From an optimization exercise on the open Yosys and OpenROAD flow, aimed at small area, a short achievable clock period and few clock cycles per item; shortcuts taken in it are not production practice.
No run shown here included a check of the RTL's function; only the layout flow was run.
The clock input has no modelled driver; a real chip could not lean on it and would need a root buffer or a full tree.
Power figures rest on the tool's default switching activity, not on a simulated workload.

<file path="flow/config.mk">
export PLATFORM = sky130hd
export DESIGN_NAME = wr_req_merge_top
export DESIGN_NICKNAME = wr_req_merge_top
export VERILOG_FILES = /design/flow/design.v
export SDC_FILE = /design/flow/constraint.sdc
export NUM_CORES = 4
export LEC_CHECK = 0
export CAP_MARGIN = 20
export CORE_MARGIN = 2
export CORE_UTILIZATION = 70
export SETUP_SLACK_MARGIN = 3.5
export SLEW_MARGIN = 20
</file>
<file path="flow/constraint.sdc">
create_clock -name core_clock -period 5.5 [get_ports {clk}]
set_input_delay 1.1000 -clock core_clock [delete_from_list [all_inputs] [get_ports {clk}]]
set_output_delay 1.1000 -clock core_clock [all_outputs]
set_load 0.01 [all_outputs]
</file>
<file path="flow/design.v">
`timescale 1ns/10ps
`default_nettype none
module wr_req_merge_top (
  input  wire                                        clk,
  input  wire                                        rst_n,
  input  wire [5-1:0]                    req_en,
  input  wire [5*32-1:0] req_data,
  output logic [5-1:0]                   req_avail_in,
  input  wire                                        avail_out,
  output logic                                       out_en,
  output logic [32-1:0]              out_data
);
  localparam int P = 5;
  localparam int DW = 32;
  localparam int BL = 4;
  logic [DW-1:0] slot [0:P*BL-1];
  logic [P*BL-1:0] v;         
  logic [P*BL-1:0] wp;        
  logic [P*BL-1:0] le;        
  logic [P*BL-1:0] rd;        
  logic [P-1:0] we;
  logic [P-1:0] full;
  logic av_r;
  logic active;               
  logic [P-1:0] cur;          
  logic [BL-1:0] widx;        
  logic [P*BL-1:0] sel;       
  logic [P-1:0] nxt;          
  logic nv;
  logic [P-1:0] rr;           
  logic [P-1:0] cand;
  logic [P-1:0] pick;
  logic any;
  logic send;
  logic last;
  logic load;
  assign cand = full & ~(cur & {P{active}}) & ~(nxt & {P{nv}});
  assign any = |cand;
  always_comb begin
    logic found;
    pick = '0;
    found = 1'b0;
    for (int k = 0; k < P; k++) begin
      for (int i = 0; i < P; i++) begin
        if (rr[k] && !found && cand[(k + i) % P]) begin
          pick[(k + i) % P] = 1'b1;
          found = 1'b1;
        end
      end
    end
  end
  assign send = av_r && active;
  assign last = send && widx[BL-1];
  assign load = last || !active;
  for (genvar i = 0; i < P; i++) begin : gen_sel
    assign rd[BL*i +: BL] = widx & {BL{send && cur[i]}};
  end
  always_ff @(posedge clk or negedge rst_n) begin
    if (!rst_n) begin
      av_r <= 1'b0;
      active <= 1'b0;
      cur <= '0;
      widx <= BL'(1);
      sel <= '0;
      nxt <= '0;
      nv <= 1'b0;
      rr <= P'(1);
      out_en <= 1'b0;
    end else begin
      av_r <= avail_out;
      out_en <= send;
      if (load) begin
        cur <= nv ? nxt : pick;
        active <= nv || any;
        widx <= BL'(1);
        for (int i = 0; i < P; i++) begin
          sel[BL*i +: BL] <= {BL{nv ? nxt[i] : pick[i]}} & BL'(1);
        end
      end else if (send) begin
        widx <= {widx[BL-2:0], widx[BL-1]};
        for (int i = 0; i < P; i++) begin
          sel[BL*i +: BL] <= {BL{cur[i]}} & {widx[BL-2:0], widx[BL-1]};
        end
      end
      if (load != nv) begin
        nxt <= pick;
        nv <= any;
      end else if (load) begin
        nv <= 1'b0;
      end
      if ((load || !nv) && any) begin
        rr <= {pick[P-2:0], pick[P-1]};
      end
    end
  end
  for (genvar i = 0; i < P; i++) begin : gen_client
    logic [BL-1:0] wpi;
    logic [BL-1:0] wpn;
    logic [BL-1:0] wpx;
    logic [BL-1:0] vn;
    logic [BL-1:0] fr;
    assign wpi = wp[BL*i +: BL];
    assign wpn = {wpi[BL-2:0], wpi[BL-1]};
    assign we[i] = req_en[i] && (|le[BL*i +: BL]);
    assign vn = (v[BL*i +: BL] & ~rd[BL*i +: BL]) | (wpi & {BL{we[i]}});
    assign wpx = we[i] ? wpn : wpi;
    for (genvar j = 0; j < BL; j++) begin : gen_slot
      always_ff @(posedge clk) begin
        if (le[BL*i+j]) begin
          slot[BL*i+j] <= req_data[DW*i +: DW];
        end
      end
    end
    always_ff @(posedge clk or negedge rst_n) begin
      if (!rst_n) begin
        v[BL*i +: BL] <= '0;
        le[BL*i +: BL] <= '0;
        full[i] <= 1'b0;
        wp[BL*i +: BL] <= BL'(1);
        req_avail_in[i] <= 1'b0;
      end else begin
        v[BL*i +: BL] <= vn;
        le[BL*i +: BL] <= wpx & ~vn;
        full[i] <= &vn;
        wp[BL*i +: BL] <= wpx;
        req_avail_in[i] <= |(wpx & ~vn);
      end
    end
  end
  always_ff @(posedge clk) begin
    logic [DW-1:0] d;
    d = '0;
    for (int k = 0; k < P*BL; k++) begin
      d = d | (slot[k] & {DW{sel[k]}});
    end
    out_data <= d;
  end
endmodule
`default_nettype wire
</file>
<file path="flow/flow/run.sh">
#!/bin/bash
set -euo pipefail
here=$(cd "$(dirname "${BASH_SOURCE[0]}")" && pwd)
export CTS_ARGS="-sink_clustering_enable -repair_clock_nets -dont_use_dummy_load -sink_clustering_size 30 -sink_clustering_max_diameter 60 -buf_list sky130_fd_sc_hd__clkbuf_16"
export POST_CTS_TCL="$here/collapse_root.tcl"
bash standard.sh > standard_flow.log 2>&1
</file>
<file path="flow/flow/collapse_root.tcl">
set block [ord::get_db_block]
set clk_net [[$block findBTerm clk] getNet]
set loads {}
foreach it [$clk_net getITerms] {
  if {[[$it getMTerm] getIoType] eq "INPUT"} { lappend loads $it }
}
if {[llength $loads] == 1} {
  set root [[lindex $loads 0] getInst]
  set root_net ""
  foreach it [$root getITerms] {
    if {[[$it getMTerm] getIoType] eq "OUTPUT"} { set root_net [$it getNet] }
  }
  set outs {}
  foreach it [$root_net getITerms] {
    if {[[$it getMTerm] getIoType] eq "INPUT"} { lappend outs $it }
  }
  if {[string match *clkbuf* [[$root getMaster] getName]] && [llength $outs] <= 4} {
    puts "collapse_root: [$root getName] drove [llength $outs] cells; the clock port drives them now"
    foreach it $outs {
      $it disconnect
      $it connect $clk_net
    }
    odb::dbInst_destroy $root
    odb::dbNet_destroy $root_net
  } else {
    puts "collapse_root: root [$root getName] drives [llength $outs] cells; tree kept"
  }
}
</file>
<file path="flow/standard.sh">
#!/bin/bash
# synth_recipe.tcl (not shown) runs the flow's synth.tcl, then flattens the netlist and writes it again
# the make line also repeats each setting of config.mk as NAME=value (left out here)
make -C /OpenROAD-flow-scripts/flow DESIGN_CONFIG=/design/flow/config.mk WORK_HOME=/design/flow/orfs CLKGATE_MAP_FILE= SYNTH_SCRIPT=/design/flow/synth_recipe.tcl "${@:-finish}"
</file>
==> results of run 1 <==
## state kept, by name, indices dropped and copies added, names as in the netlist
signal and cells:
slot 640, cur 5, out_en 1, le 20, av_r 1, nv 1
active 1, wp 20, out_data 32, req_avail_in 5, rr 5, v 20
widx 4, sel 20, full 5, nxt 5
## layer usage
layer,vias up,track usage [%]
li1,6967,-
met1,8760,54.90
met2,1688,64.53
met3,296,8.357
met4,4,15.98
met5,-,0
## where the power goes
part	internal (W)	leakage [nW]	switching, W	total [W]
logic	0.000220	3.11	0.000275	0.000495
clock network	0.00124	0.468	0.00165	0.00289
registers	0.00647	7.37	0.0000498	0.00652
## worst reg2reg max path, cell delays in order (launching register included)
cell and delay (ps):
dfrtp_2 430, buf_12 170, o41a_1 410, nand2_1 120, o21ai_0 110, and2_1 170, or4_1 510
## area by class of cell
class	instances	area (um2)
fill	1986	7096
multi-input combinational	707	5124
tap	525	656.9
inverter	8	30.03
antenna	3	7.507
clock buffer	38	950.9
timing repair buffer	310	2912
sequential	785	22770
## metrics by stage
step / instances / setup WS, ps
2_1_floorplan: 1572 / 3360
3_3_place_gp: 2270 / 2784
3_5_place_dp: 2270 / 2747
5_1_grt: 2375 / 3305
6_report: 2376 / 3351
## how the worst max path moves through the flow
stage                    from               to  slack (ps)  cells after the start
finish              req_en[0]          full[0]        3350                     10
detailed placement  req_en[4]  req_avail_in[4]        2750                      6
floorplan           req_en[0]  req_avail_in[0]        3360                      5
global route        req_en[0]          full[0]        3310                     10
global placement    req_en[3]  req_avail_in[3]        2780                      6
## cells by family after synthesis
family          Yosys count
mux                       4
compound gates          431
simple gates            269
buf+inv                  81
flops                   785
fa+ha+maj                 2
## cells in the final DEF (no fill, tap or decap), drive strengths merged, types with 6 or more instances in the layout
cell type and count:
and3 35, a221oi 128, o21ai 60, clkbuf 43, nand3 6, dfrtp 106, nand2 136, a22oi 67
nand4 34, buf 140, a22o 128, edfxtp 640, nor2 13, clkdlybuf4s50 161, inv 8, dfxtp 32
a21oi 10, dfstp 7, and2 25
==> flow_summary.ini, run 1 <==
[clock_tree]
insertion_delay_ps = 420
cts.clk_slew.worst_paths_ps = 110
cts_num_sinks = 785

[power]
irDropWorstVdd_v = 0.0002993
power_leakage_nw = 10.95
p_total_w = 0.009907
power_density_mw_per_mm2 = 305.3

[global_route]
grt-ovfl-total = 0
grt_usage_pct = 40.12
grt_pass1_wl_um = 116500
first_global_vias = 17501
grt_max_degree = 72
antenna_found_initial = 4

[yosys]
netlist_top_cells_count = edfxtp_1 (640), nand2_1 (133), a221oi_1 (128), a22o_1 (128), dfrtp_1 (106)
synth_flop_cell = edfxtp_1
synth-edff-count = 640
ys_seq_area_share_pct = 81.31
synthesis.nets = 1742
async_reset_ff_share_pct = 14.39
ys_types = 53
synth_area_mm2 = 0.02791
yosysWarnings = 2
synth_xor_area_share_pct = 0
synthTopCellsByArea = edfxtp_1 (69%), dfrtp_1 (9.5%), a221oi_1 (4.0%)
avgSynthCellArea_um2 = 17.76
netlist_instances = 1572
synth_top_area_cell = edfxtp_1
synth.area.mux_share_pct = 0.1569
yosys.area_share.adder_pct = 0.08965
synth-seq-cells = 785
synth_top_family_by_area = compound AO/OA/AOI/OAI gates
yosysMostFrequentCell = edfxtp_1
synth.top_cell.area_share_pct = 68.85
synth_compound_area_share_pct = 12.48
yosys.area_share.simple_pct = 4.819

[detailed_routing]
drc = 0
wl_met1_um = 27650
routed_wl_um = 82740
wl_met3_um = 11780
drt_pass1_iterations = 6
highest_layer = met5
met2_length_um = 39530
antenna_left = 0
viasPerCell = 7.456
vias = 17715
wl_per_cell_um = 34.82
drtIter0Drc = 2796

[worst_setup_path]
slowest_stage = o41a_1
reg2reg_depth = 6
slowest_delay_ps = 250
path_cells = buf_6 > o41a_1 > nand2_1 > buf_4 > buf_4 > buf_4 > buf_4 > buf_4 > nand2_1 > and4_1
cp-end-kind = flop
ff2ff_setup_slack_ps = 3470
worstPathArrival_ps = 2470
start_kind = input pin
crit_top_cell = buf_4
reg2reg_from = le[19]
worstReg2RegEnd = req_avail_in[4]
crit_required_ps = 5820
critPathMaxFanout = 4
crit_family = buffers and inverters
path_buf_inv = 6
worstSetupPathType = in -> reg

[hold_path]
hold_depth = 2
hold-path-endpoint = out_data[26]
hold_path.class = reg -> reg
hp-start = slot[0][26]

[place]
place_area_mm2 = 0.03067
hpwl_um = 44460
numPortBuffers = 205
gp_congestion = 0.9885

[sta]
holdWs_ps = 463.8
fin_worst_skew_ps = 53.56
finalCriticalPeriod_ps = 2149
maxSlewViolCount = 0
finalHoldViolCount = 0
finalCritPeriodShare_pct = 39.08
max_freq_mhz = 465.2
setup_violations = 0
grt_setup_unrepaired = true
worst_pin_slew_ps = 838.8
slew_headroom_pct = 44.08
fin_setup_tns_ps = 0

[floorplan]
rows = 73
start_util_pct = 70.57
core_mm2 = 0.03955
die_area_mm2 = 0.04149
die-height_um = 203.7
ios = 206
die_w_um = 203.7

[outcome]
status = no timing/DRC/antenna violations

[cells_and_area]
final_nets = 2020
layout-area-overhead-vs-synth_pct = 16.27
drive_gt1_share_pct = 16.34
fin_area_mm2 = 0.03245
final_util_pct = 82.06

[flow_run]
max_cap_violations = 0
==> run 2: changes to the inputs <==
==> flow/flow/run.sh (replaced) <==
#!/bin/bash
set -euo pipefail
here=$(cd "$(dirname "${BASH_SOURCE[0]}")" && pwd)
export CTS_ARGS="-sink_clustering_enable -repair_clock_nets -dont_use_dummy_load -sink_clustering_size 30 -sink_clustering_max_diameter 60 -buf_list sky130_fd_sc_hd__clkbuf_16"
export POST_CTS_TCL="$here/collapse_root.tcl"
export BUFFER_PORTS_ARGS="-buffer_cell sky130_fd_sc_hd__buf_2"
bash standard.sh > standard_flow.log 2>&1
==> run 2 against run 1 <==
Area after synthesis unchanged. Clock-buffer cell count increased by 1. Synthesized cell count unchanged. Combinational power decreased by 15%. Worst setup slack improved by 47 ps. Critical path depth decreased by 5. Sequential cell count unchanged. Clock power increased by 1%. Utilization decreased by 2.3 points. Hold slack improved by 5.9 ps. Still clean.
==> flow_summary.ini, run 2 <==
[worst_setup_path]
reg2reg_from = le[1]
worstReg2RegEnd = req_avail_in[0]
critPathMaxFanout = 5
worstSetupPathType = reg -> reg
worstPathArrival_ps = 2350
start_kind = flop
endpoint = req_avail_in[0]
cp-end-kind = flop
crit_required_ps = 5750
ff2ff_setup_slack_ps = 3400
setup.worst_path.start = le[1]
reg2reg_depth = 5

[floorplan]
ios = 206
die_area_mm2 = 0.04149
core_mm2 = 0.03955
die_w_um = 203.7
die-height_um = 203.7
start_util_pct = 70.57
rows = 73

[sta]
finalCriticalPeriod_ps = 2102
slew_headroom_pct = 18.71
setup_violations = 0
grt_setup_unrepaired = true
finalWorstSetupSlack_ps = 3398
fin_worst_skew_ps = 64.68
maxSlewViolCount = 0
finalHoldViolCount = 0
finalCritPeriodShare_pct = 38.23
worst_pin_slew_ps = 1219
fin_setup_tns_ps = 0
max_freq_mhz = 475.6

[power]
power_switching_w = 0.001985
power_leakage_nw = 10.82
intPower_w = 0.007898
clockPowerShare_pct = 29.6
pwr-share-seq_pct = 66.1
power_density_mw_per_mm2 = 313.4
power_frac_comb_pct = 4.3
netSwitchingFraction_pct = 20.09
irDropWorstVdd_v = 0.0003724

[detailed_routing]
drt_pass1_iterations = 7
antenna_left = 0
wl_per_cell_um = 34.79
drc = 0
viasPerCell = 7.454
drtIter0Drc = 2604
vias = 17576
routed_wl_um = 82040

[yosys]
synth.top_cell.area_share_pct = 68.85
synth_flop_cell = edfxtp_1
avgSynthCellArea_um2 = 17.76
ys_types = 53
yosysMostFrequentCell = edfxtp_1
synth-seq-cells = 785
synth_top_area_cell = edfxtp_1
synth_area_mm2 = 0.02791
ys_seq_area_share_pct = 81.31
async_reset_ff_share_pct = 14.39
synthesis.nets = 1742
yosysWarnings = 2
synth-edff-count = 640
netlist_instances = 1572
netlist_top_cells_count = edfxtp_1 (640), nand2_1 (133), a221oi_1 (128), a22o_1 (128), dfrtp_1 (106)
synthTopCellsByArea = edfxtp_1 (69%), dfrtp_1 (9.5%), a221oi_1 (4.0%)

[place]
gp_congestion = 0.9282
pre_cts_slack_ps = 2973
hpwl_um = 42720
numPortBuffers = 205

[cells_and_area]
top_regs = slot x640, out_data x32
final_common_cell = edfxtp_1
largest_reg_flops = 640
layout-area-overhead-vs-synth_pct = 13.00
final_util_pct = 79.75
regMostFlops = slot
drive_gt1_share_pct = 24.12
final_nets = 2000
final_cell_mix = edfxtp_1 (640), buf_2 (193), a22o_1 (128), a221oi_1 (128), nand2_1 (117)

[global_route]
grt_pass1_wl_um = 113900
antenna_found_initial = 6
first_global_vias = 16777
grt-ovfl-total = 0
grt_usage_pct = 39.33
grt_max_degree = 75

[clock_tree]
cts.clk_slew.worst_paths_ps = 90
cts_num_sinks = 785
insertion_delay_ps = 410

[hold_path]
hold_path.class = reg -> reg

[outcome]
status = no timing/DRC/antenna violations

[flow_run]
max_cap_violations = 0
-- run 2: cell type report --
cell class | instances | area (um2)
Tap cell | 525 | 656.9
Antenna cell | 5 | 12.51
Timing Repair Buffer | 290 | 1978
Inverter | 8 | 30.03
Sequential cell | 785 | 22800
Multi-Input combinational cell | 706 | 5090
Clock buffer | 39 | 975.9
Fill cell | 2069 | 8010
-- run 2: how the worst min path moves through the flow --
stage / slack, ps / startpoint / cells after the start / to
floorplan: 440 / slot[17][0] / 2 / out_data[0]
global placement: 450 / slot[15][9] / 2 / out_data[9]
detailed placement: 460 / slot[17][19] / 2 / out_data[19]
global route: 480 / slot[19][1] / 2 / out_data[1]
finish: 470 / slot[19][1] / 2 / out_data[1]
-- run 2: layer usage --
layer | global-route usage [%] | vias up | wire length (um)
li1 | - | 6911 | -
met1 | 55.80 | 8756 | 28440
met2 | 60.50 | 1650 | 38020
met3 | 9.779 | 255 | 11970
met4 | 14.62 | 4 | 3583
met5 | 0 | - | 25
-- run 2: cell families (layout without fill, tap and decap cells) --
family          Yosys count  after routing  share of synthesized area, %
buf+inv                  81            337                         1.143
other cells               0              5                             0
mux                       4              4                        0.1569
flops                   785            785                         81.31
simple gates            269            269                         4.819
compound gates          431            431                         12.48
fa+ha+maj                 2              2                       0.08964
-- run 2: critical path: stages (launching register included) --
cell	delay, ps
dfrtp_4	510
o41a_1	520
nand2_1	160
o21ai_0	120
and2_1	160
or4_1	500
-- run 2: power groups by stage --
stage / Clock, W / Sequential [W] / Combinational [W]
final: 0.00293 / 0.00653 / 0.000423
after global routing: 0.00311 / 0.00653 / 0.000453
after detailed placement: 0 / 0.00666 / 0.000379
after global placement: 0 / 0.00666 / 0.000370
after floorplan: 0 / 0.00664 / 0.000157
-- run 2: stage by stage --
step	power, W	area, um2	std cells	hold slack, ps
finish	0.009883	31540	2358	469.6
global route	0.01010	31530	2356	483.3
detailed placement	0.007035	29520	2251	464.2
global placement	0.007026	29520	2251	449.7
floorplan	0.006795	27940	1572	440.4
==> run 3: changes to the inputs <==
--- a/flow/design.v
+++ b/flow/design.v
@@ -82,13 +82,13 @@
           sel[BL*i +: BL] <= {BL{cur[i]}} & {widx[BL-2:0], widx[BL-1]};
         end
       end
-      if (load != nv) begin
+      if (!load && !nv) begin
         nxt <= pick;
         nv <= any;
       end else if (load) begin
         nv <= 1'b0;
       end
-      if ((load || !nv) && any) begin
+      if (!nv && any) begin
         rr <= {pick[P-2:0], pick[P-1]};
       end
     end
==> run 3 against run 2 <==
Total power is 1.2% lower. Sequential cell count unchanged. Worst setup slack lost 10 ps. Still clean. Critical path type unchanged. First-iteration DRC count rose by 8.9%. Sequential power about the same. Register-to-register slack about the same. Clock-buffer cell count fell by 2. Synthesized cell count is essentially flat. Cell area decreased by 0.35%. Critical endpoint is now req_avail_in[4]. Clock skew down 13 ps. Sequential share of layout area up 0.21 points.
==> flow_summary.ini, run 3 <==
[cells_and_area]
final_common_cell = edfxtp_1
layout-area-overhead-vs-synth_pct = 12.70
regMostFlops = slot
nFillCells = 2067
final_nets = 1993
final_cell_mix = edfxtp_1 (640), buf_2 (197), a22o_1 (131)
drive_gt1_share_pct = 22.60
largest_reg_flops = 640
top_regs = slot x640, out_data x32

[sta]
worst_pin_slew_ps = 1105
finalWorstSetupSlack_ps = 3387
slew_headroom_pct = 26.34
grt_setup_unrepaired = true
finalHoldViolCount = 0
finalCriticalPeriod_ps = 2113
fin_worst_skew_ps = 52.17
fin_setup_tns_ps = 0
maxSlewViolCount = 0
max_freq_mhz = 473.3
finalCritPeriodShare_pct = 38.41
holdWs_ps = 457.7
setup_violations = 0

[floorplan]
die_area_mm2 = 0.04145
die_w_um = 203.6
ios = 206
rows = 73
die-height_um = 203.6
start_util_pct = 70.51
core_mm2 = 0.03955

[yosys]
async_reset_ff_share_pct = 14.39
synth-edff-count = 640
yosys.area_share.simple_pct = 4.922
yosysWarnings = 2
yosys.area_share.adder_pct = 0
synthTopCellsByArea = edfxtp_1 (69%), dfrtp_1 (9.5%), a22o_1 (4.1%)
avgSynthCellArea_um2 = 17.73
netlist_instances = 1573
synth_compound_area_share_pct = 12.45
synth_top_area_cell = edfxtp_1
ys_types = 48
synthesis.nets = 1741
synth_xor_area_share_pct = 0
yosysMostFrequentCell = edfxtp_1
synth.area.mux_share_pct = 0
synth_flop_cell = edfxtp_1
netlist_top_cells_count = edfxtp_1 (640), a22o_1 (131), a221oi_1 (130)
synth_area_mm2 = 0.02789
synth.top_cell.area_share_pct = 68.92
ys_seq_area_share_pct = 81.39
synth_top_family_by_area = compound AO/OA/AOI/OAI gates
synth-seq-cells = 785

[worst_setup_path]
ff2ff_setup_slack_ps = 3390
endpoint = req_avail_in[4]
worstPathArrival_ps = 2360
reg2reg_from = le[18]
slowest_delay_ps = 660
critPathMaxFanout = 18
start_kind = flop
slowest_stage = dfrtp_4
path_cells = o41a_1 > nand2_1 > o21ai_1 > and2_4 > or4_4
reg2reg_depth = 5
setup.worst_path.start = le[18]
cp-end-kind = flop
worstReg2RegEnd = req_avail_in[4]
worstSetupPathType = reg -> reg
crit_required_ps = 5750

[outcome]
status = no timing/DRC/antenna violations

[global_route]
grt_pass1_wl_um = 113600
grt_usage_pct = 39.20
first_global_vias = 16922
antenna_found_initial = 4
grt-ovfl-total = 0
grt_max_degree = 74

[clock_tree]
insertion_delay_ps = 410
cts_num_sinks = 785
cts.clk_slew.worst_paths_ps = 90

[detailed_routing]
drt_pass1_iterations = 6
drtIter0Drc = 2836
routed_wl_um = 82390
viasPerCell = 7.472
antenna_left = 0
drc = 0
vias = 17573
wl_per_cell_um = 35.03

[power]
irDropWorstVdd_v = 0.0001923
intPower_w = 0.007831
power_leakage_nw = 10.85
netSwitchingFraction_pct = 19.83
power_switching_w = 0.001937
clockPowerShare_pct = 29.1
power_density_mw_per_mm2 = 310.8
pwr-share-seq_pct = 66.9
power_frac_comb_pct = 4.0

[hold_path]
hold_path.class = reg -> reg

[flow_run]
max_cap_violations = 0

[place]
pre_cts_slack_ps = 3029
gp_congestion = 0.8805
numPortBuffers = 205
hpwl_um = 42380
run 3: worst max-delay path: cells and delay by family (launching register included):
kind               cells  cell delay, ps
and+or+nand+nor        3             800
AOI/OAI and AO/OA      2             530
DFF                    1             660
run 3: area by class of cell:
cell class                      count  area [um2]  share of cell area (%)
Antenna cell                        4       10.01                 0.03185
Clock buffer                       37       925.9                   2.946
Inverter                           11       45.04                  0.1433
Multi-Input combinational cell    699        4932                   15.69
Sequential cell                   785       22780                   72.49
Tap cell                          525       656.9                   2.090
Timing Repair Buffer              288        2053                   6.533
Timing Repair inverter              3       22.52                 0.07166
run 3: metrics by stage:
step	instances	total power (W)	utilization [%]	instance area (um2)
2_1_floorplan	1573	0.006782	-	27910
3_3_place_gp	2254	0.007027	74.64	29520
3_5_place_dp	2254	0.007035	74.64	29520
5_1_grt	2349	0.009994	79.45	31420
6_report	2352	0.009768	79.46	31430
run 3: worst min path at each step:
stage	start	endpoint	slack (ps)	cells after the start
3_3_place_gp	slot[15][14]	out_data[14]	450	2
5_1_grt	slot[10][28]	out_data[28]	490	2
2_1_floorplan	slot[19][0]	out_data[0]	440	2
3_5_place_dp	slot[17][27]	out_data[27]	460	2
6_report	slot[17][28]	out_data[28]	460	2
run 3: cell families after synthesis:
logic type,after synthesis
AND/OR/NAND/NOR,266
AO/OA/AOI/OAI,433
flip-flops,785
buffers and inverters,89
run 3: per-layer routing:
metal / up-vias / global-route usage, % / wire, um / share of wire [%]
li1: 6930 / - / - / -
met1: 8828 / 54.59 / 28240 / 34
met2: 1554 / 62.27 / 38710 / 47
met3: 257 / 8.581 / 11670 / 14
met4: 4 / 14.65 / 3747 / 4.5
met5: - / 0 / 23 / 0.028
run 3: power by group through the flow:
| stage | sequential (W) | clock, W | combinational, W |
|---|---|---|---|
| detailed placement | 0.00666 | 0 | 0.000370 |
| global route | 0.00654 | 0.00304 | 0.000418 |
| floorplan | 0.00666 | 0 | 0.000125 |
| finish | 0.00654 | 0.00284 | 0.000393 |
| global placement | 0.00666 | 0 | 0.000364 |
==> run 4: changes to the inputs <==
--- a/flow/design.v
+++ b/flow/design.v
@@ -19,7 +19,7 @@
   logic [P*BL-1:0] le;        
   logic [P*BL-1:0] rd;        
   logic [P-1:0] we;
-  logic [P-1:0] full;
+  logic [P-1:0] full;       
   logic av_r;
   logic active;               
   logic [P-1:0] cur;          
@@ -34,7 +34,7 @@
   logic send;
   logic last;
   logic load;
-  assign cand = full & ~(cur & {P{active}}) & ~(nxt & {P{nv}});
+  assign cand = full & ~(cur & {P{active}});
   assign any = |cand;
   always_comb begin
     logic found;
@@ -104,6 +104,7 @@
     assign we[i] = req_en[i] && (|le[BL*i +: BL]);
     assign vn = (v[BL*i +: BL] & ~rd[BL*i +: BL]) | (wpi & {BL{we[i]}});
     assign wpx = we[i] ? wpn : wpi;
+    assign full[i] = &vn;
     for (genvar j = 0; j < BL; j++) begin : gen_slot
       always_ff @(posedge clk) begin
         if (le[BL*i+j]) begin
@@ -115,13 +116,11 @@
       if (!rst_n) begin
         v[BL*i +: BL] <= '0;
         le[BL*i +: BL] <= '0;
-        full[i] <= 1'b0;
         wp[BL*i +: BL] <= BL'(1);
         req_avail_in[i] <= 1'b0;
       end else begin
         v[BL*i +: BL] <= vn;
         le[BL*i +: BL] <= wpx & ~vn;
-        full[i] <= &vn;
         wp[BL*i +: BL] <= wpx;
         req_avail_in[i] <= |(wpx & ~vn);
       end
--- a/flow/config.mk
+++ b/flow/config.mk
@@ -5,6 +5,7 @@
 export SDC_FILE = /design/flow/constraint.sdc
 export NUM_CORES = 4
 export LEC_CHECK = 0
+export ABC_AREA = 1
 export CAP_MARGIN = 20
 export CORE_MARGIN = 2
 export CORE_UTILIZATION = 70
==> run 4 against run 3 <==
Hold slack worse by 8.5 ps. Utilization is 6.0 points higher. Worst setup slack worse by 720 ps. Clock power hardly changed. Sequential power is 2% lower. Synthesized cell count is 25% higher. Wire length is 11% lower. Critical endpoint is now cur[4].
==> flow_summary.ini, run 4 <==
[cells_and_area]
final_cell_mix = edfxtp_1 (640), nand2_1 (494), buf_2 (181)
final_common_cell = edfxtp_1
drive_gt1_share_pct = 33.01
layout-area-overhead-vs-synth_pct = 20.28
final_nets = 2439
top_regs = slot x640, out_data x32
regMostFlops = slot
fin_area_mm2 = 0.03396
largest_reg_flops = 640

[yosys]
yosysWarnings = 2
synth-edff-count = 640
synth-seq-cells = 780
synthTopCellsByArea = edfxtp_1 (68%), dfrtp_1 (9.0%), nand2_1 (7.4%)
avgSynthCellArea_um2 = 14.33
synth_area_mm2 = 0.02823
synth_flop_cell = edfxtp_1
async_reset_ff_share_pct = 13.85
yosysMostFrequentCell = edfxtp_1
netlist_top_cells_count = edfxtp_1 (640), nand2_1 (555), nand3_1 (121)
synth_top_area_cell = edfxtp_1
ys_seq_area_share_pct = 79.94
synth.top_cell.area_share_pct = 68.07
synthesis.nets = 2138
netlist_instances = 1970
ys_types = 41

[floorplan]
rows = 73
ios = 206
die_area_mm2 = 0.04196
core_mm2 = 0.03973
start_util_pct = 71.06
die_w_um = 204.8
die-height_um = 204.8

[power]
irDropWorstVdd_v = 0.0002684
netSwitchingFraction_pct = 18.29
power_frac_comb_pct = 1.6
intPower_w = 0.007641
pwr-share-seq_pct = 68.2
power_switching_w = 0.001710
p_total_w = 0.009351
power_density_mw_per_mm2 = 275.3
power_leakage_nw = 12.80
clockPowerShare_pct = 30.1

[place]
place_area_mm2 = 0.02991
hpwl_um = 41530
pre_cts_slack_ps = 2072
numPortBuffers = 205
gp_congestion = 0.8999

[worst_setup_path]
slowest_delay_ps = 490
critPathMaxFanout = 5
path_buf_inv = 2
slowest_stage = dfrtp_4
crit_required_ps = 5760
crit_top_cell = nand2_2
worstPathArrival_ps = 3090
crit_family = simple AND/OR/NAND/NOR gates
path_cells = nor2_1 > nand2_2 > nand3_4 > nand2_2 > nand2_2 > inv_1 > nand2_4 > nand2_4 > o21ai_4 > nand3_4 > nor2_4 > o21ai_2 > nand2_2 > nor2_4 > buf_6 > nand2_2 > nand4_1 > a21o_1 > o21ai_2 > nand2_1
worstSetupPathType = reg -> reg
start_kind = flop
cp-end-kind = flop

[clock_tree]
cts_num_sinks = 780
insertion_delay_ps = 410
cts.clk_slew.worst_paths_ps = 110

[sta]
setup_violations = 0
grt_setup_unrepaired = true
fin_worst_skew_ps = 58.41
finalCritPeriodShare_pct = 51.45
finalHoldViolCount = 0
finalCriticalPeriod_ps = 2830
max_freq_mhz = 353.4
fin_setup_tns_ps = 0
maxSlewViolCount = 0
finalWorstSetupSlack_ps = 2670
holdWs_ps = 449.3
worst_pin_slew_ps = 713.4
slew_headroom_pct = 52.44

[detailed_routing]
drc = 0
vias = 18063
drtIter0Drc = 2164
drt_pass1_iterations = 5
viasPerCell = 6.428
antenna_left = 0
routed_wl_um = 73420
wl_per_cell_um = 26.13

[global_route]
antenna_found_initial = 17
grt-ovfl-total = 0
first_global_vias = 17409
grt_max_degree = 75
grt_pass1_wl_um = 102400
grt_usage_pct = 33.38

[outcome]
status = no timing/DRC/antenna violations

[hold_path]
hold_path.class = reg -> reg

[flow_run]
max_cap_violations = 0
-- run 4: cell types whose count changed in the layout (fill, tap and decap cells not counted), sizes merged, moves of 37 or more --
cell / before / now
buf: 282 / 347
nand2: 125 / 564
nand4: 32 / 75
a221oi: 130 / 93
inv: 10 / 60
a22oi: 67 / 1
nand3: 22 / 126
a22o: 131 / 5
nor2: 5 / 55
-- run 4: per-layer routing --
metal	track usage, %	share of wire (%)	up-vias
met4	9.161	3.1	12
met1	45.71	37	9053
li1	-	-	7776
met3	5.091	9.1	170
met5	0	0.11	-
met2	56.88	51	1052
-- run 4: through the flow --
step                      util (%)  std cells
after floorplan                  -       1970
after global placement       75.29       2635
after detailed placement     75.29       2635
after global routing         85.40       2799
final                        85.47       2810
-- run 4: cell type report --
type                       instances  area [um2]
sequential                       780       22670
multi-input combinational       1042        6753
fill                            1805        5772
timing repair buffer             349        2669
clock buffer                      37       925.9
tap                              525       656.9
inverter                          61       242.7
antenna                           16       40.04
-- run 4: power by group through the flow --
stage	Combinational, W	Sequential [W]	Clock [W]
2_1_floorplan	0.00000689	0.00652	0
3_3_place_gp	0.000130	0.00651	0
3_5_place_dp	0.000138	0.00651	0
5_1_grt	0.000164	0.00638	0.00300
6_report	0.000151	0.00638	0.00282
-- run 4: cell families (layout without fill, tap and decap cells) --
kind of cell | Yosys count | after routing | share of synthesized area, %
AND/OR/NAND/NOR | 830 | 830 | 12.75
flip-flops | 780 | 780 | 79.94
buffers and inverters | 148 | 447 | 2.021
other | 0 | 16 | 0
AO/OA/AOI/OAI | 212 | 212 | 5.283
-- run 4: worst paths after layout --
kind / start / endpoint / slack, ps / depth (start not counted)
worst max register to register: le[9] / cur[4] / 2670 / 20
worst max-delay path: le[9] / cur[4] / 2670 / 20
max in group asynchronous: rst_n / wp[0] / 3800 / 2
min in group asynchronous: rst_n / wp[15] / 720 / 1
worst min-delay path: slot[19][13] / out_data[13] / 450 / 2
worst min register to register: slot[19][13] / out_data[13] / 450 / 2
-- run 4: worst min-delay path: stages (launching register included) --
cell      delay (ps)
edfxtp_1         330
nand2_1           50
nand3_1           50
==> run 5: changes to the inputs <==
--- a/flow/config.mk
+++ b/flow/config.mk
@@ -5,7 +5,6 @@
 export SDC_FILE = /design/flow/constraint.sdc
 export NUM_CORES = 4
 export LEC_CHECK = 0
-export ABC_AREA = 1
 export CAP_MARGIN = 20
 export CORE_MARGIN = 2
 export CORE_UTILIZATION = 70
==> run 5 against run 4 <==
Non-clock buffer count down 54. Die area is 1.1% lower. Sequential share of layout area rose by 5.1 points. Worst setup slack better by 220 ps. Sequential cell count unchanged. First-iteration DRC count is 19% higher. Sequential power about the same. Critical path depth shrank 10. Clock skew decreased by 5.5 ps. Wire length grew 12%. Via count is 4.1% lower. Area after synthesis down 1.1%.
==> flow_summary.ini, run 5 <==
[floorplan]
rows = 73
die-height_um = 203.7
die_w_um = 203.7
core_mm2 = 0.03955
die_area_mm2 = 0.04148
start_util_pct = 70.57
ios = 206

[cells_and_area]
n_antenna_cell = 0
layout-area-overhead-vs-synth_pct = 13.14
nFillCells = 2013
final_nets = 1972
final_cell_mix = edfxtp_1 (640), buf_2 (195), a22o_1 (137)
top_regs = slot x640, out_data x32
regMostFlops = slot
drive_gt1_share_pct = 25.08
final_common_cell = edfxtp_1
largest_reg_flops = 640

[yosys]
netlist_top_cells_count = edfxtp_1 (640), a22o_1 (137), a221oi_1 (128)
synth.top_cell.area_share_pct = 68.86
synthTopCellsByArea = edfxtp_1 (69%), dfrtp_1 (9.1%), a22o_1 (4.3%)
synthesis.nets = 1727
synth-edff-count = 640
netlist_instances = 1559
ys_types = 59
synth_top_area_cell = edfxtp_1
ys_seq_area_share_pct = 80.87
yosysMostFrequentCell = edfxtp_1
avgSynthCellArea_um2 = 17.90
synth-seq-cells = 780
async_reset_ff_share_pct = 13.85
synth_flop_cell = edfxtp_1
synth_area_mm2 = 0.02791
yosysWarnings = 2

[global_route]
antenna_found_initial = 1
grt_pass1_wl_um = 116200
first_global_vias = 17207
grt-ovfl-total = 0
grt_usage_pct = 40.07
grt_max_degree = 70

[sta]
fin_worst_skew_ps = 52.94
maxSlewViolCount = 0
finalCriticalPeriod_ps = 2608
finalCritPeriodShare_pct = 47.41
setup_violations = 0
finalHoldViolCount = 0
slew_headroom_pct = 22.51
max_freq_mhz = 383.5
grt_setup_unrepaired = true
worst_pin_slew_ps = 1162
fin_setup_tns_ps = 0

[detailed_routing]
drt_pass1_iterations = 5
viasPerCell = 7.445
vias = 17324
routed_wl_um = 81940
antenna_left = 0
drc = 0
wl_per_cell_um = 35.21
drtIter0Drc = 2585

[clock_tree]
insertion_delay_ps = 410
cts.clk_slew.worst_paths_ps = 90
cts_num_sinks = 780

[worst_setup_path]
start_kind = input pin
crit_required_ps = 5750
cp-end-kind = flop
worstSetupPathType = in -> reg
critPathMaxFanout = 6
worstPathArrival_ps = 2850

[outcome]
status = no timing/DRC/antenna violations

[power]
p_total_w = 0.009426
power_density_mw_per_mm2 = 298.5
power_leakage_nw = 10.97
irDropWorstVdd_v = 0.0002786

[hold_path]
hold_path.class = reg -> reg

[place]
numPortBuffers = 205
gp_congestion = 0.8802
hpwl_um = 42760

[flow_run]
max_cap_violations = 0
==> run 5: final timing paths <==
| kind | start | end | slack [ps] | cells past startpoint |
|---|---|---|---|---|
| setup / recovery | req_en[2] | cur[2] | 2890 | 10 |
| hold / removal | slot[13][0] | out_data[0] | 460 | 2 |
| setup reg to reg | le[5] | rr[3] | 2930 | 7 |
| hold reg to reg | slot[13][0] | out_data[0] | 460 | 2 |
| max in group asynchronous | rst_n | sel[8] | 3730 | 2 |
| min in group asynchronous | rst_n | req_avail_in[0] | 680 | 1 |
==> run 5: area by class of cell <==
class	count	area, um2	share of cell area (%)
flip-flops and latches	780	22690	71.84
repair buffers	295	2068	6.550
inverters	19	71.32	0.2258
clock buffers	38	950.9	3.011
well taps	525	656.9	2.080
multi-input cells	670	5145	16.29
==> run 5: worst max-delay path: stages <==
cell and delay (ps):
buf_8 80, o41a_1 230, a22o_1 220, and4b_4 320
buf_6 120, buf_6 80, o21bai_1 60, a31o_2 280
o211ai_1 230, nand3_1 110
==> run 5: power by group <==
group	switching (W)	internal (W)
clock	0.00164	0.00124
sequential	0.000000200	0.00638
combinational	0.000122	0.0000490
total	0.00176	0.00767
==> run 5: logic make-up after synthesis <==
| family | after synthesis | synth area share [%] |
|---|---|---|
| buffers and inverters | 109 | 1.582 |
| AND/OR/NAND/NOR | 234 | 4.591 |
| multiplexers | 12 | 0.4797 |
| flip-flops | 780 | 80.87 |
| AO/OA/AOI/OAI | 424 | 12.48 |
==> run 5: routing by layer <==
metal	share of wire, %	vias up	track usage, %
met4	5.1	2	17.81
met1	35	8655	55.18
met5	0.013	-	0
met2	47	1520	63.10
met3	13	251	8.501
li1	-	6896	-
==> run 5: per-stage QoR <==
stage / util [%] / area, um2 / setup WS, ps / hold WS [ps] / cells
6_report: 79.84 / 31580 / 2892 / 455.8 / 2327
2_1_floorplan: - / 28010 / 2843 / 440.4 / 1559
3_3_place_gp: 74.46 / 29450 / 2400 / 448.9 / 2215
5_1_grt: 79.84 / 31580 / 2812 / 482.2 / 2327
3_5_place_dp: 74.46 / 29450 / 2334 / 467.4 / 2215
==> run 6: changes to the inputs <==
--- a/flow/design.v
+++ b/flow/design.v
@@ -19,7 +19,7 @@
   logic [P*BL-1:0] le;        
   logic [P*BL-1:0] rd;        
   logic [P-1:0] we;
-  logic [P-1:0] full;       
+  logic [P-1:0] full;
   logic av_r;
   logic active;               
   logic [P-1:0] cur;          
@@ -34,7 +34,7 @@
   logic send;
   logic last;
   logic load;
-  assign cand = full & ~(cur & {P{active}});
+  assign cand = full & ~(cur & {P{active}}) & ~(nxt & {P{nv}});
   assign any = |cand;
   always_comb begin
     logic found;
@@ -53,7 +53,8 @@
   assign last = send && widx[BL-1];
   assign load = last || !active;
   for (genvar i = 0; i < P; i++) begin : gen_sel
-    assign rd[BL*i +: BL] = widx & {BL{send && cur[i]}};
+    assign sel[BL*i +: BL] = widx & {BL{cur[i]}};
+    assign rd[BL*i +: BL] = sel[BL*i +: BL] & {BL{send}};
   end
   always_ff @(posedge clk or negedge rst_n) begin
     if (!rst_n) begin
@@ -61,7 +62,6 @@
       active <= 1'b0;
       cur <= '0;
       widx <= BL'(1);
-      sel <= '0;
       nxt <= '0;
       nv <= 1'b0;
       rr <= P'(1);
@@ -73,14 +73,8 @@
         cur <= nv ? nxt : pick;
         active <= nv || any;
         widx <= BL'(1);
-        for (int i = 0; i < P; i++) begin
-          sel[BL*i +: BL] <= {BL{nv ? nxt[i] : pick[i]}} & BL'(1);
-        end
       end else if (send) begin
         widx <= {widx[BL-2:0], widx[BL-1]};
-        for (int i = 0; i < P; i++) begin
-          sel[BL*i +: BL] <= {BL{cur[i]}} & {widx[BL-2:0], widx[BL-1]};
-        end
       end
       if (!load && !nv) begin
         nxt <= pick;
@@ -104,7 +98,6 @@
     assign we[i] = req_en[i] && (|le[BL*i +: BL]);
     assign vn = (v[BL*i +: BL] & ~rd[BL*i +: BL]) | (wpi & {BL{we[i]}});
     assign wpx = we[i] ? wpn : wpi;
-    assign full[i] = &vn;
     for (genvar j = 0; j < BL; j++) begin : gen_slot
       always_ff @(posedge clk) begin
         if (le[BL*i+j]) begin
@@ -116,11 +109,13 @@
       if (!rst_n) begin
         v[BL*i +: BL] <= '0;
         le[BL*i +: BL] <= '0;
+        full[i] <= 1'b0;
         wp[BL*i +: BL] <= BL'(1);
         req_avail_in[i] <= 1'b0;
       end else begin
         v[BL*i +: BL] <= vn;
         le[BL*i +: BL] <= wpx & ~vn;
+        full[i] <= &vn;
         wp[BL*i +: BL] <= wpx;
         req_avail_in[i] <= |(wpx & ~vn);
       end
==> run 6 against run 5 <==
Via count decreased by 2.5%. Clock skew increased by 8.9 ps. Critical path depth decreased by 4. Non-clock buffer count increased by 2. Largest power group unchanged.
==> flow_summary.ini, run 6 <==
[yosys]
synth_area_mm2 = 0.02730
ys_seq_area_share_pct = 81.29
ys_types = 52
netlist_top_cells_count = edfxtp_1 (640), a22o_1 (126), a221oi_1 (125)
synth-seq-cells = 765
synth_flop_cell = edfxtp_1
async_reset_ff_share_pct = 12.16
synthesis.nets = 1706
synthTopCellsByArea = edfxtp_1 (70%), dfrtp_1 (7.9%), a22o_1 (4.0%)
synth-edff-count = 640
yosysMostFrequentCell = edfxtp_1
synth_top_area_cell = edfxtp_1
yosysWarnings = 2
netlist_instances = 1538
synth.top_cell.area_share_pct = 70.39
avgSynthCellArea_um2 = 17.75

[flow_run]
max_cap_violations = 0

[hold_path]
hold_depth = 2
hold_path.class = reg -> reg

[global_route]
grt_pass1_wl_um = 109000
grt_max_degree = 94
first_global_vias = 16468
antenna_found_initial = 6
grt_usage_pct = 38.09
grt-ovfl-total = 0

[worst_setup_path]
slowest_delay_ps = 510
critPathMaxFanout = 4
crit_top_cell = nand2_2
ff2ff_setup_slack_ps = 3490
reg2reg_depth = 5
crit_required_ps = 5740
slowest_stage = or4_1
path_buf_inv = 1
setup.worst_path.start = req_en[3]
start_kind = input pin
worstReg2RegEnd = req_avail_in[0]
cp.depth = 6
path_cells = buf_6 > o41a_1 > nand2_2 > nand2_2 > a21oi_2 > or4_1
worstSetupPathType = in -> reg
endpoint = req_avail_in[3]
reg2reg_from = le[2]
crit_family = simple AND/OR/NAND/NOR gates
worstPathArrival_ps = 2270
cp-end-kind = flop

[sta]
maxSlewViolCount = 0
fin_setup_tns_ps = 0
grt_setup_unrepaired = true
finalCriticalPeriod_ps = 2031
setup_violations = 0
worst_pin_slew_ps = 819.7
finalCritPeriodShare_pct = 36.93
finalHoldViolCount = 0
finalWorstSetupSlack_ps = 3469
fin_worst_skew_ps = 61.89
max_freq_mhz = 492.3
slew_headroom_pct = 45.35

[clock_tree]
insertion_delay_ps = 410
cts.clk_slew.worst_paths_ps = 90
cts_num_sinks = 765

[place]
pre_cts_slack_ps = 3045
gp_congestion = 0.9124
hpwl_um = 40660
numPortBuffers = 205

[detailed_routing]
vias = 16894
drtIter0Drc = 3025
drc = 0
drt_pass1_iterations = 6
wl_per_cell_um = 34.40
antenna_left = 0
routed_wl_um = 79120
viasPerCell = 7.345

[floorplan]
ios = 206
start_util_pct = 70.81
die_area_mm2 = 0.04060
die_w_um = 201.5
rows = 72
core_mm2 = 0.03856
die-height_um = 201.5

[outcome]
status = no timing/DRC/antenna violations

[power]
irDropWorstVdd_v = 0.0002913
power_density_mw_per_mm2 = 341.4
power_leakage_nw = 10.47

[cells_and_area]
largest_reg_flops = 640
seq_area_mm2 = 0.02228
final_cell_mix = edfxtp_1 (640), buf_2 (178), a22o_1 (126)
final_nets = 1945
nFillCells = 2076
drive_gt1_share_pct = 26.65
multi_input_area_mm2 = 0.004918
top_regs = slot x640, out_data x32
final_common_cell = edfxtp_1
regMostFlops = slot
layout-area-overhead-vs-synth_pct = 13.00
-- run 6: changes by cell type in the layout (fill, tap and decap cells not counted), sizes merged, moves of 13 or more --
cell | previous run | this run
dfrtp | 101 | 86
nand2 | 85 | 123
nand4 | 47 | 34
o21ai | 12 | 28
o22ai | 15 | 1
-- run 6: worst reg2reg max path, cell delays in order, from the launching register on --
cell and delay (ps):
dfrtp_4 520, buf_16 150, o41a_1 460, nand2_2 150, a21oi_1 90, or4_1 530
-- run 6: routing by layer --
| metal | up-vias | share of wire (%) | routed length [um] | global-route usage (%) |
|---|---|---|---|---|
| li1 | 6738 | - | - | - |
| met1 | 8347 | 34 | 27180 | 53.92 |
| met2 | 1559 | 47 | 36990 | 60.22 |
| met3 | 248 | 15 | 11550 | 7.823 |
| met4 | 2 | 4.3 | 3393 | 13.89 |
| met5 | - | 0.016 | 13 | 0 |
-- run 6: worst min path at each step --
stage | end | startpoint
final | out_data[29] | slot[3][29]
after global placement | out_data[26] | slot[11][26]
after detailed placement | out_data[23] | slot[5][23]
after floorplan | out_data[0] | slot[9][0]
after global routing | out_data[29] | slot[5][29]
-- run 6: where the power goes --
part	internal [W]	leakage [nW]	switching, W
sequential	0.00648	7.15	0.000140
combinational	0.000515	2.88	0.000626
clock	0.00118	0.444	0.00159
total	0.00817	10.5	0.00236
-- run 6: cell families (layout without fill, tap and decap cells) --
| family | count (synthesis) | after routing | synth area share (%) |
|---|---|---|---|
| AO/OA/AOI/OAI | 417 | 417 | 12.46 |
| buffers and inverters | 105 | 341 | 1.622 |
| flip-flops | 765 | 765 | 81.29 |
| multiplexers | 1 | 1 | 0.03666 |
| other | 0 | 7 | 0 |
| AND/OR/NAND/NOR | 250 | 251 | 4.592 |
-- run 6: through the flow --
stage	utilization [%]	power, W	cell area, um2	cells	hold slack, ps
final	80.01	0.01053	30850	2300	473.8
after floorplan	-	0.007161	27310	1538	444.4
after global placement	74.76	0.007613	28830	2192	454.8
after global routing	79.99	0.01080	30840	2296	498.9
after detailed placement	74.77	0.007633	28830	2192	467.5
-- run 6: area by class of cell --
type,count,share of cell area (%)
Tap cell,518,2.101
Multi-Input combinational cell,669,15.94
Sequential cell,765,72.21
Timing Repair Buffer,297,6.667
Antenna cell,7,0.05678
Inverter,8,0.09734
Clock buffer,36,2.920
==> run 7: changes to the inputs <==
--- a/flow/config.mk
+++ b/flow/config.mk
@@ -8,5 +8,5 @@
 export CAP_MARGIN = 20
 export CORE_MARGIN = 2
 export CORE_UTILIZATION = 70
-export SETUP_SLACK_MARGIN = 3.5
+export SETUP_SLACK_MARGIN = 3.9
 export SLEW_MARGIN = 20
==> run 7 against run 6 <==
Combinational power is 51% higher. Area after synthesis stayed put. Register-to-register slack worse by 120 ps. Largest cell class unchanged. Clock skew is 2.3 ps higher. Critical path type is now reg -> reg.
==> flow_summary.ini, run 7 <==
[outcome]
status = no timing/DRC/antenna violations

[cells_and_area]
top_regs = slot x640, out_data x32
final_cell_mix = edfxtp_1 (640), buf_2 (173), buf_4 (144)
final_nets = 2122
largest_reg_flops = 640
drive_gt1_share_pct = 40.32
seq_area_mm2 = 0.02228
multi_input_area_mm2 = 0.005963
nFillCells = 1403
regMostFlops = slot
stdcell_count = 2478
final_common_cell = edfxtp_1
layout-area-overhead-vs-synth_pct = 25.83
final_util_pct = 89.10

[sta]
slew_headroom_pct = 46.21
finalHoldViolCount = 0
grt_setup_unrepaired = true
setup_violations = 0
fin_setup_tns_ps = 0
max_freq_mhz = 469.4
finalCritPeriodShare_pct = 38.73
worst_pin_slew_ps = 806.9
finalCriticalPeriod_ps = 2130
maxSlewViolCount = 0
fin_worst_skew_ps = 64.18

[yosys]
netlist_instances = 1538
synth_flop_cell = edfxtp_1
synthTopCellsByArea = edfxtp_1 (70%), dfrtp_1 (7.9%), a22o_1 (4.0%)
synth-edff-count = 640
synth.top_cell.area_share_pct = 70.39
avgSynthCellArea_um2 = 17.75
synth-seq-cells = 765
ys_seq_area_share_pct = 81.29
netlist_top_cells_count = edfxtp_1 (640), a22o_1 (126), a221oi_1 (125)
async_reset_ff_share_pct = 12.16
synth_area_mm2 = 0.02730
ys_types = 52
synthesis.nets = 1706
yosysWarnings = 2
yosysMostFrequentCell = edfxtp_1
synth_top_area_cell = edfxtp_1

[hold_path]
hold_path.class = reg -> reg

[worst_setup_path]
path_cells = buf_12 > and2_4 > buf_16 > a22o_1 > a221oi_2 > and3_1 > nand4_1
setup.worst_path.start = cur[3]
worstPathArrival_ps = 2400
cp-end-kind = flop
endpoint = out_data[6]
slowest_stage = dfrtp_2
worstSetupPathType = reg -> reg
reg2reg_from = cur[3]
start_kind = flop
critPathMaxFanout = 8
worstReg2RegEnd = out_data[6]
crit_required_ps = 5770
ff2ff_setup_slack_ps = 3370
reg2reg_depth = 7
slowest_delay_ps = 470

[floorplan]
core_mm2 = 0.03856
die-height_um = 201.5
start_util_pct = 70.81
die_w_um = 201.5
die_area_mm2 = 0.04060
rows = 72
ios = 206

[global_route]
gr-usage-met1_pct = 63.44
first_global_vias = 18666
top_usage_layer = met2
grt-ovfl-total = 0
grt_usage_pct = 48.26
grt_pass1_wl_um = 134700
grt_util_met3_pct = 18.14
met2_usage_pct = 69.05
grt_max_degree = 65
antenna_found_initial = 12

[detailed_routing]
drc = 0
drtIter0Drc = 4194
antenna_left = 0
vias = 19684
drt_pass1_iterations = 7
wl_per_cell_um = 41.56
viasPerCell = 7.944
routed_wl_um = 103000

[power]
power_switching_w = 0.002777
power_density_mw_per_mm2 = 328.9
clockPowerShare_pct = 26.1
netSwitchingFraction_pct = 24.58
power_leakage_nw = 12.15
intPower_w = 0.008521
pwr-share-seq_pct = 58.7
power_frac_comb_pct = 15.2
irDropWorstVdd_v = 0.0004042

[clock_tree]
cts.clk_slew.worst_paths_ps = 120
cts_num_sinks = 765
insertion_delay_ps = 420

[place]
dp_cells = 2198
numPortBuffers = 205
gp_congestion = 0.8772
hpwl_um = 41900

[flow_run]
max_cap_violations = 0
[run 7: cell counts after synthesis]
No cell type changed its count.
[run 7: critical path, delay by kind of cell, from the launching register on]
family	cells	cell delay, ps
DFF	1	470
buffers and inverters	2	340
and+or+nand+nor	3	610
AOI/OAI and AO/OA	2	630
[run 7: layout make-up]
cell class	instances	share of cell area, %
sequential	765	64.84
multi-input combinational	677	17.36
timing repair buffer	464	13.00
clock buffer	38	2.768
tap	518	1.887
inverter	8	0.08741
antenna	8	0.05827
[run 7: how the worst min path moves through the flow]
stage | startpoint | end | slack [ps] | cells past startpoint
2_1_floorplan | slot[9][0] | out_data[0] | 440 | 2
3_3_place_gp | slot[9][0] | out_data[0] | 450 | 2
5_1_grt | slot[3][8] | out_data[8] | 500 | 2
6_report | slot[11][28] | out_data[28] | 470 | 2
3_5_place_dp | slot[9][14] | out_data[14] | 460 | 2
[run 7: cells by family after synthesis]
kind of cell           count (synthesis)  share of synthesized area, %
AO/OA/AOI/OAI                        417                         12.46
AND/OR/NAND/NOR                      250                         4.592
buffers and inverters                105                         1.622
multiplexers                           1                       0.03666
flip-flops                           765                         81.29
[run 7: metrics by stage]
stage | instance area, um2 | hold slack, ps | setup slack (ps) | total power, W
6_report | 34350 | 469.6 | 3370 | 0.01130
5_1_grt | 34340 | 496.7 | 3366 | 0.01146
3_5_place_dp | 29040 | 456.9 | 3074 | 0.007659
3_3_place_gp | 29040 | 452.4 | 3092 | 0.007635
2_1_floorplan | 27830 | 444.4 | 3377 | 0.007218
[run 7: routing by layer]
layer,vias to the layer above,share of wire (%)
li1,7125,-
met2,2419,43
met3,711,19
met1,9419,30
met4,10,8.8
met5,-,0.070
[run 7: power groups by stage]
stage          clock (W)  combinational (W)  sequential [W]
5_1_grt          0.00308            0.00175         0.00664
6_report         0.00295            0.00172         0.00663
2_1_floorplan          0           0.000519         0.00670
3_5_place_dp           0           0.000953         0.00671
3_3_place_gp           0           0.000931         0.00670
==> run 8: changes to the inputs <==
--- a/flow/config.mk
+++ b/flow/config.mk
@@ -8,5 +8,5 @@
 export CAP_MARGIN = 20
 export CORE_MARGIN = 2
 export CORE_UTILIZATION = 70
-export SETUP_SLACK_MARGIN = 3.9
+export SETUP_SLACK_MARGIN = 3.7
 export SLEW_MARGIN = 20
==> run 8 against run 7 <==
Wire length shrank 7.0%. Sequential share of layout area grew 1.5 points. Hold slack lost 17 ps. Synthesized cell count is the same. Worst setup slack gained 47 ps. Sequential cell count is the same. Utilization shrank 1.9 points. Register-to-register slack gained 90 ps. Clock-buffer cell count shrank 1. Clock power shrank 3%. Critical path type is now reg -> out. Critical endpoint is now req_avail_in[4]. Largest cell class unchanged.
==> flow_summary.ini, run 8 <==
[worst_setup_path]
worstReg2RegEnd = cur[1]
start_kind = flop
path_buf_inv = 1
critPathMaxFanout = 1
slowest_stage = dfrtp_1
crit_required_ps = 4400
setup.worst_path.start = req_avail_in[4]
worstSetupPathType = reg -> out
crit_family = flip-flops
path_cells = buf_2
cp.depth = 1
cp-end-kind = primary output
reg2reg_depth = 9
slowest_delay_ps = 410
endpoint = req_avail_in[4]
worstPathArrival_ps = 980
reg2reg_from = active
ff2ff_setup_slack_ps = 3460

[sta]
slew_headroom_pct = 41.97
grt_setup_unrepaired = true
maxSlewViolCount = 0
finalCritPeriodShare_pct = 37.88
max_freq_mhz = 480.0
fin_worst_skew_ps = 61.80
worst_pin_slew_ps = 870.4
finalCriticalPeriod_ps = 2083
fin_setup_tns_ps = 0
finalWorstSetupSlack_ps = 3417
finalHoldViolCount = 0
setup_violations = 0

[cells_and_area]
drive_gt1_share_pct = 38.17
layout-area-overhead-vs-synth_pct = 23.12
nFillCells = 1577
final_cell_mix = edfxtp_1 (640), buf_2 (178), buf_4 (148)
largest_reg_flops = 640
regMostFlops = slot
top_regs = slot x640, out_data x32
final_common_cell = edfxtp_1
final_nets = 2101

[power]
p_total_w = 0.01111
power_leakage_nw = 11.76
irDropWorstVdd_v = 0.0003035
power_density_mw_per_mm2 = 330.4

[yosys]
synth_top_area_cell = edfxtp_1
synth-edff-count = 640
async_reset_ff_share_pct = 12.16
synth_flop_cell = edfxtp_1
synthTopCellsByArea = edfxtp_1 (70%), dfrtp_1 (7.9%), a22o_1 (4.0%)
synth-seq-cells = 765
synth_area_mm2 = 0.02730
yosysMostFrequentCell = edfxtp_1
ys_seq_area_share_pct = 81.29
yosysWarnings = 2
avgSynthCellArea_um2 = 17.75
synth.top_cell.area_share_pct = 70.39
netlist_top_cells_count = edfxtp_1 (640), a22o_1 (126), a221oi_1 (125)
synthesis.nets = 1706
ys_types = 52
netlist_instances = 1538

[detailed_routing]
antenna_left = 0
drt_pass1_iterations = 8
drtIter0Drc = 3552
routed_wl_um = 95820
viasPerCell = 7.742
drc = 0
vias = 19053
wl_per_cell_um = 38.93

[place]
hpwl_um = 41050
pre_cts_slack_ps = 3037
numPortBuffers = 205
gp_congestion = 0.9374

[floorplan]
die_area_mm2 = 0.04060
core_mm2 = 0.03856
ios = 206
start_util_pct = 70.81
die-height_um = 201.5
die_w_um = 201.5
rows = 72

[global_route]
grt_util_met3_pct = 14.20
grt_pass1_wl_um = 127200
grt-ovfl-total = 0
grt_max_degree = 56
gr-usage-met1_pct = 61.24
first_global_vias = 17949
grt_usage_pct = 45.44
antenna_found_initial = 9
top_usage_layer = met2
met2_usage_pct = 67.71

[flow_run]
max_cap_violations = 0

[outcome]
status = no timing/DRC/antenna violations

[hold_path]
hold_path.class = reg -> reg

[clock_tree]
cts_num_sinks = 765
cts.clk_slew.worst_paths_ps = 110
insertion_delay_ps = 420
## run 8: routing by layer
layer / share of wire (%) / up-vias
li1: - / 7089
met1: 31 / 9246
met2: 44 / 2232
met3: 17 / 482
met4: 7.2 / 4
met5: 0.029 / -
## run 8: logic make-up after synthesis
kind of cell	synth area share, %
simple gates	4.592
flops	81.29
mux	0.03666
buf+inv	1.622
compound gates	12.46
## run 8: how the worst min path moves through the flow
stage	to	from	depth (start not counted)
after floorplan	out_data[0]	slot[9][0]	2
after global placement	out_data[14]	slot[9][14]	2
after detailed placement	out_data[3]	slot[3][3]	2
after global routing	out_data[12]	slot[6][12]	2
final	out_data[12]	slot[6][12]	2
## run 8: layout make-up
| type | count | area (um2) | share of cell area (%) |
|---|---|---|---|
| multi-input combinational | 684 | 5877 | 17.48 |
| tap | 518 | 648.1 | 1.928 |
| sequential | 765 | 22290 | 66.31 |
| antenna | 12 | 30.03 | 0.08933 |
| clock buffer | 37 | 925.9 | 2.754 |
| timing repair buffer | 437 | 3815 | 11.35 |
| inverter | 8 | 30.03 | 0.08933 |
## run 8: per-stage QoR
step	instance area (um2)	hold slack [ps]	utilization, %	std cells
global route	33600	481.6	87.14	2454
detailed placement	28830	459.0	74.78	2191
finish	33620	452.6	87.19	2461
floorplan	27330	444.4	-	1538
global placement	28830	456.7	74.78	2191
## run 8: power by group
part,internal [W],total [W],switching [W]
Sequential,0.00648,0.00661,0.000133
Clock,0.00121,0.00286,0.00165
Combinational,0.000749,0.00164,0.000886
==> run 9: changes to the inputs <==
--- a/flow/design.v
+++ b/flow/design.v
@@ -19,7 +19,8 @@
   logic [P*BL-1:0] le;        
   logic [P*BL-1:0] rd;        
   logic [P-1:0] we;
-  logic [P-1:0] full;
+  logic [P-1:0] full;        
+  logic [P-1:0] almost;      
   logic av_r;
   logic active;               
   logic [P-1:0] cur;          
@@ -34,7 +35,7 @@
   logic send;
   logic last;
   logic load;
-  assign cand = full & ~(cur & {P{active}}) & ~(nxt & {P{nv}});
+  assign cand = (full | (almost & req_en)) & ~(cur & {P{active}});
   assign any = |cand;
   always_comb begin
     logic found;
@@ -92,12 +93,13 @@
     logic [BL-1:0] wpn;
     logic [BL-1:0] wpx;
     logic [BL-1:0] vn;
-    logic [BL-1:0] fr;
+    logic [BL-1:0] len;
     assign wpi = wp[BL*i +: BL];
     assign wpn = {wpi[BL-2:0], wpi[BL-1]};
-    assign we[i] = req_en[i] && (|le[BL*i +: BL]);
+    assign we[i] = req_en[i];
     assign vn = (v[BL*i +: BL] & ~rd[BL*i +: BL]) | (wpi & {BL{we[i]}});
     assign wpx = we[i] ? wpn : wpi;
+    assign len = wpx & ~vn;
     for (genvar j = 0; j < BL; j++) begin : gen_slot
       always_ff @(posedge clk) begin
         if (le[BL*i+j]) begin
@@ -110,12 +112,14 @@
         v[BL*i +: BL] <= '0;
         le[BL*i +: BL] <= '0;
         full[i] <= 1'b0;
+        almost[i] <= 1'b0;
         wp[BL*i +: BL] <= BL'(1);
         req_avail_in[i] <= 1'b0;
       end else begin
         v[BL*i +: BL] <= vn;
-        le[BL*i +: BL] <= wpx & ~vn;
+        le[BL*i +: BL] <= len;
         full[i] <= &vn;
+        almost[i] <= (&(vn | len)) && (|len);
         wp[BL*i +: BL] <= wpx;
         req_avail_in[i] <= |(wpx & ~vn);
       end
--- a/flow/config.mk
+++ b/flow/config.mk
@@ -8,5 +8,5 @@
 export CAP_MARGIN = 20
 export CORE_MARGIN = 2
 export CORE_UTILIZATION = 70
-export SETUP_SLACK_MARGIN = 3.7
+export SETUP_SLACK_MARGIN = 3.5
 export SLEW_MARGIN = 20
==> run 9 against run 8 <==
Wire length is 18% lower. Largest power group unchanged. Still clean. Global-route usage decreased by 7.1 points. Die area increased by 1.3%. Non-clock buffer count decreased by 161. Via count down 13%.
==> flow_summary.ini, run 9 <==
[yosys]
yosysWarnings = 2
yosysMostFrequentCell = edfxtp_1
synth_top_family_by_area = compound AO/OA/AOI/OAI gates
synth_top_area_cell = edfxtp_1
synthesis.nets = 1674
synth_xor_area_share_pct = 0
ys_types = 57
synth_area_mm2 = 0.02766
ys_seq_area_share_pct = 80.70
async_reset_ff_share_pct = 12.73
netlist_instances = 1506
synth-edff-count = 640
yosys.area_share.adder_pct = 0
synth_compound_area_share_pct = 12.34
synth.top_cell.area_share_pct = 69.49
yosys.area_share.simple_pct = 4.130
synthTopCellsByArea = edfxtp_1 (69%), dfrtp_1 (8.2%), a22o_1 (4.5%)
avgSynthCellArea_um2 = 18.37
netlist_top_cells_count = edfxtp_1 (640), a22o_1 (141), a221oi_1 (125)
synth.area.mux_share_pct = 0.8822
synth_flop_cell = edfxtp_1
synth-seq-cells = 770

[sta]
fin_setup_tns_ps = 0
fin_worst_skew_ps = 61.43
grt_setup_unrepaired = true
worst_pin_slew_ps = 1100
max_freq_mhz = 454.6
maxSlewViolCount = 0
setup_violations = 0
slew_headroom_pct = 26.66
finalCriticalPeriod_ps = 2200
finalCritPeriodShare_pct = 40.00
finalHoldViolCount = 0

[worst_setup_path]
crit_family = compound AO/OA/AOI/OAI gates
cp-end-kind = flop
worstSetupPathType = in -> reg
slowest_delay_ps = 320
slowest_stage = a222oi_1
start_kind = input pin
ff2ff_setup_slack_ps = 3430
path_buf_inv = 2
critPathMaxFanout = 8
path_cells = buf_12 > a21o_4 > a222oi_1 > buf_4 > and2_4 > a221oi_4 > o31ai_2
worstPathArrival_ps = 2480
crit_required_ps = 5780

[detailed_routing]
routed_wl_um = 78130
highest_layer = met5
wl_met1_um = 27180
viasPerCell = 7.338
met2_length_um = 36580
wl_met3_um = 11330
antenna_left = 0
drc = 0
drt_pass1_iterations = 5
drtIter0Drc = 2616
wl_per_cell_um = 34.73
vias = 16510

[floorplan]
die-height_um = 202.8
start_util_pct = 71.23
rows = 72
core_mm2 = 0.03883
die_w_um = 202.8
ios = 206
die_area_mm2 = 0.04112

[cells_and_area]
final_common_cell = edfxtp_1
stdcell_count = 2250
largest_reg_flops = 640
drive_gt1_share_pct = 26.24
final_nets = 1889
nFillCells = 1980
layout-area-overhead-vs-synth_pct = 12.22
top_regs = slot x640, out_data x32
final_cell_mix = edfxtp_1 (640), buf_2 (184), a22o_1 (141)
regMostFlops = slot

[place]
hpwl_um = 40580
numPortBuffers = 205
gp_congestion = 0.8959
dp_cells = 2165

[global_route]
grt_max_degree = 57
grt-ovfl-total = 0
first_global_vias = 16574
grt_usage_pct = 38.35
grt_pass1_wl_um = 110200
antenna_found_initial = 17

[power]
power_density_mw_per_mm2 = 298.0
irDropWorstVdd_v = 0.0002044
power_frac_comb_pct = 1.7
netSwitchingFraction_pct = 18.18
clockPowerShare_pct = 30.2
pwr-share-seq_pct = 68.2
power_switching_w = 0.001682
power_leakage_nw = 10.74
intPower_w = 0.007569

[clock_tree]
insertion_delay_ps = 400
cts_num_sinks = 770
cts.clk_slew.worst_paths_ps = 100

[flow_run]
max_cap_violations = 0

[outcome]
status = no timing/DRC/antenna violations

[hold_path]
hold_path.class = reg -> reg
[run 9: cell families after synthesis]
kind of cell,count (synthesis)
AO/OA/AOI/OAI,406
buffers and inverters,114
flip-flops,770
AND/OR/NAND/NOR,194
multiplexers,22
[run 9: per-stage QoR]
| step | cell area [um2] | worst slack [ps] | utilization, % | total power [W] | hold WS (ps) |
|---|---|---|---|---|---|
| after floorplan | 27890 | 3039 | - | 0.006458 | 440.3 |
| after global placement | 29350 | 2798 | 75.60 | 0.006577 | 456.0 |
| after detailed placement | 29350 | 2773 | 75.60 | 0.006582 | 459.3 |
| after global routing | 31020 | 3220 | 79.89 | 0.009452 | 502.0 |
| final | 31040 | 3300 | 79.94 | 0.009251 | 474.8 |
[run 9: power groups by stage]
| stage | Clock [W] | Combinational [W] | Sequential (W) |
|---|---|---|---|
| after floorplan | 0 | 0.0000162 | 0.00644 |
| after global placement | 0 | 0.000139 | 0.00644 |
| after detailed placement | 0 | 0.000144 | 0.00644 |
| after global routing | 0.00298 | 0.000166 | 0.00631 |
| final | 0.00279 | 0.000153 | 0.00631 |
[run 9: final cells by class]
type	count	area, um2	area share, %
diodes	13	32.53	0.1048
inverters	12	45.04	0.1451
well taps	518	648.1	2.088
clock buffers	37	925.9	2.983
multi-input cells	624	5140	16.56
repair buffers	276	1873	6.035
flip-flops and latches	770	22370	72.08
[run 9: layer usage]
| metal | vias to the layer above | GRT usage, % |
|---|---|---|
| met5 | - | 0 |
| met4 | 16 | 13.82 |
| met3 | 216 | 9.615 |
| met2 | 1304 | 59.81 |
| met1 | 8328 | 53.88 |
| li1 | 6646 | - |
[run 9: worst paths after layout]
check | endpoint | cells after the start | from
setup / recovery | nxt[4] | 7 | req_en[1]
hold / removal | out_data[10] | 2 | slot[6][10]
setup reg to reg | out_data[4] | 6 | cur[1]
hold reg to reg | out_data[10] | 2 | slot[6][10]
max in group asynchronous | wp[12] | 2 | rst_n
min in group asynchronous | v[1] | 1 | rst_n
[run 9: worst reg2reg max path, stage by stage (launching register included)]
cell and delay, ps:
dfrtp_2 500, and2_2 230, buf_6 240, a22o_1 280, a221oi_1 250, and3_1 210, nand4_1 180

==> what the ideal ports hide <==
How much do the figures lean on ideal ports? The routed layouts below were timed once more, with nothing changed but the port constraints. Step 1 assumes that a clkbuf_16 drives the clock port and a buf_2 every other input. Step 2, shift: input delay + t, output delay - t, t = (earliest + latest rising clock arrival at the registers) / 2. This alone moves slack from input paths to output paths. Three values: no drivers, after step 1, after step 2; two values: the first two.
run	t, ns	slack for setup (ns)
run 1	0.514	3.351 / 3.308 / 2.891
run 2	0.501	3.398 / 3.320 / 2.970
run 3	0.499	3.387 / 3.306 / 3.073
run 4	0.493	2.670 / 2.670 / 2.254
run 5	0.509	2.892 / 2.933 / 2.455
run 6	0.499	3.469 / 3.352 / 3.051
run 7	0.518	3.370 / 3.326 / 3.042
run 8	0.516	3.417 / 3.292 / 3.042
run 9	0.496	3.300 / 3.356 / 2.883
After both steps every run listed still meets setup and hold.
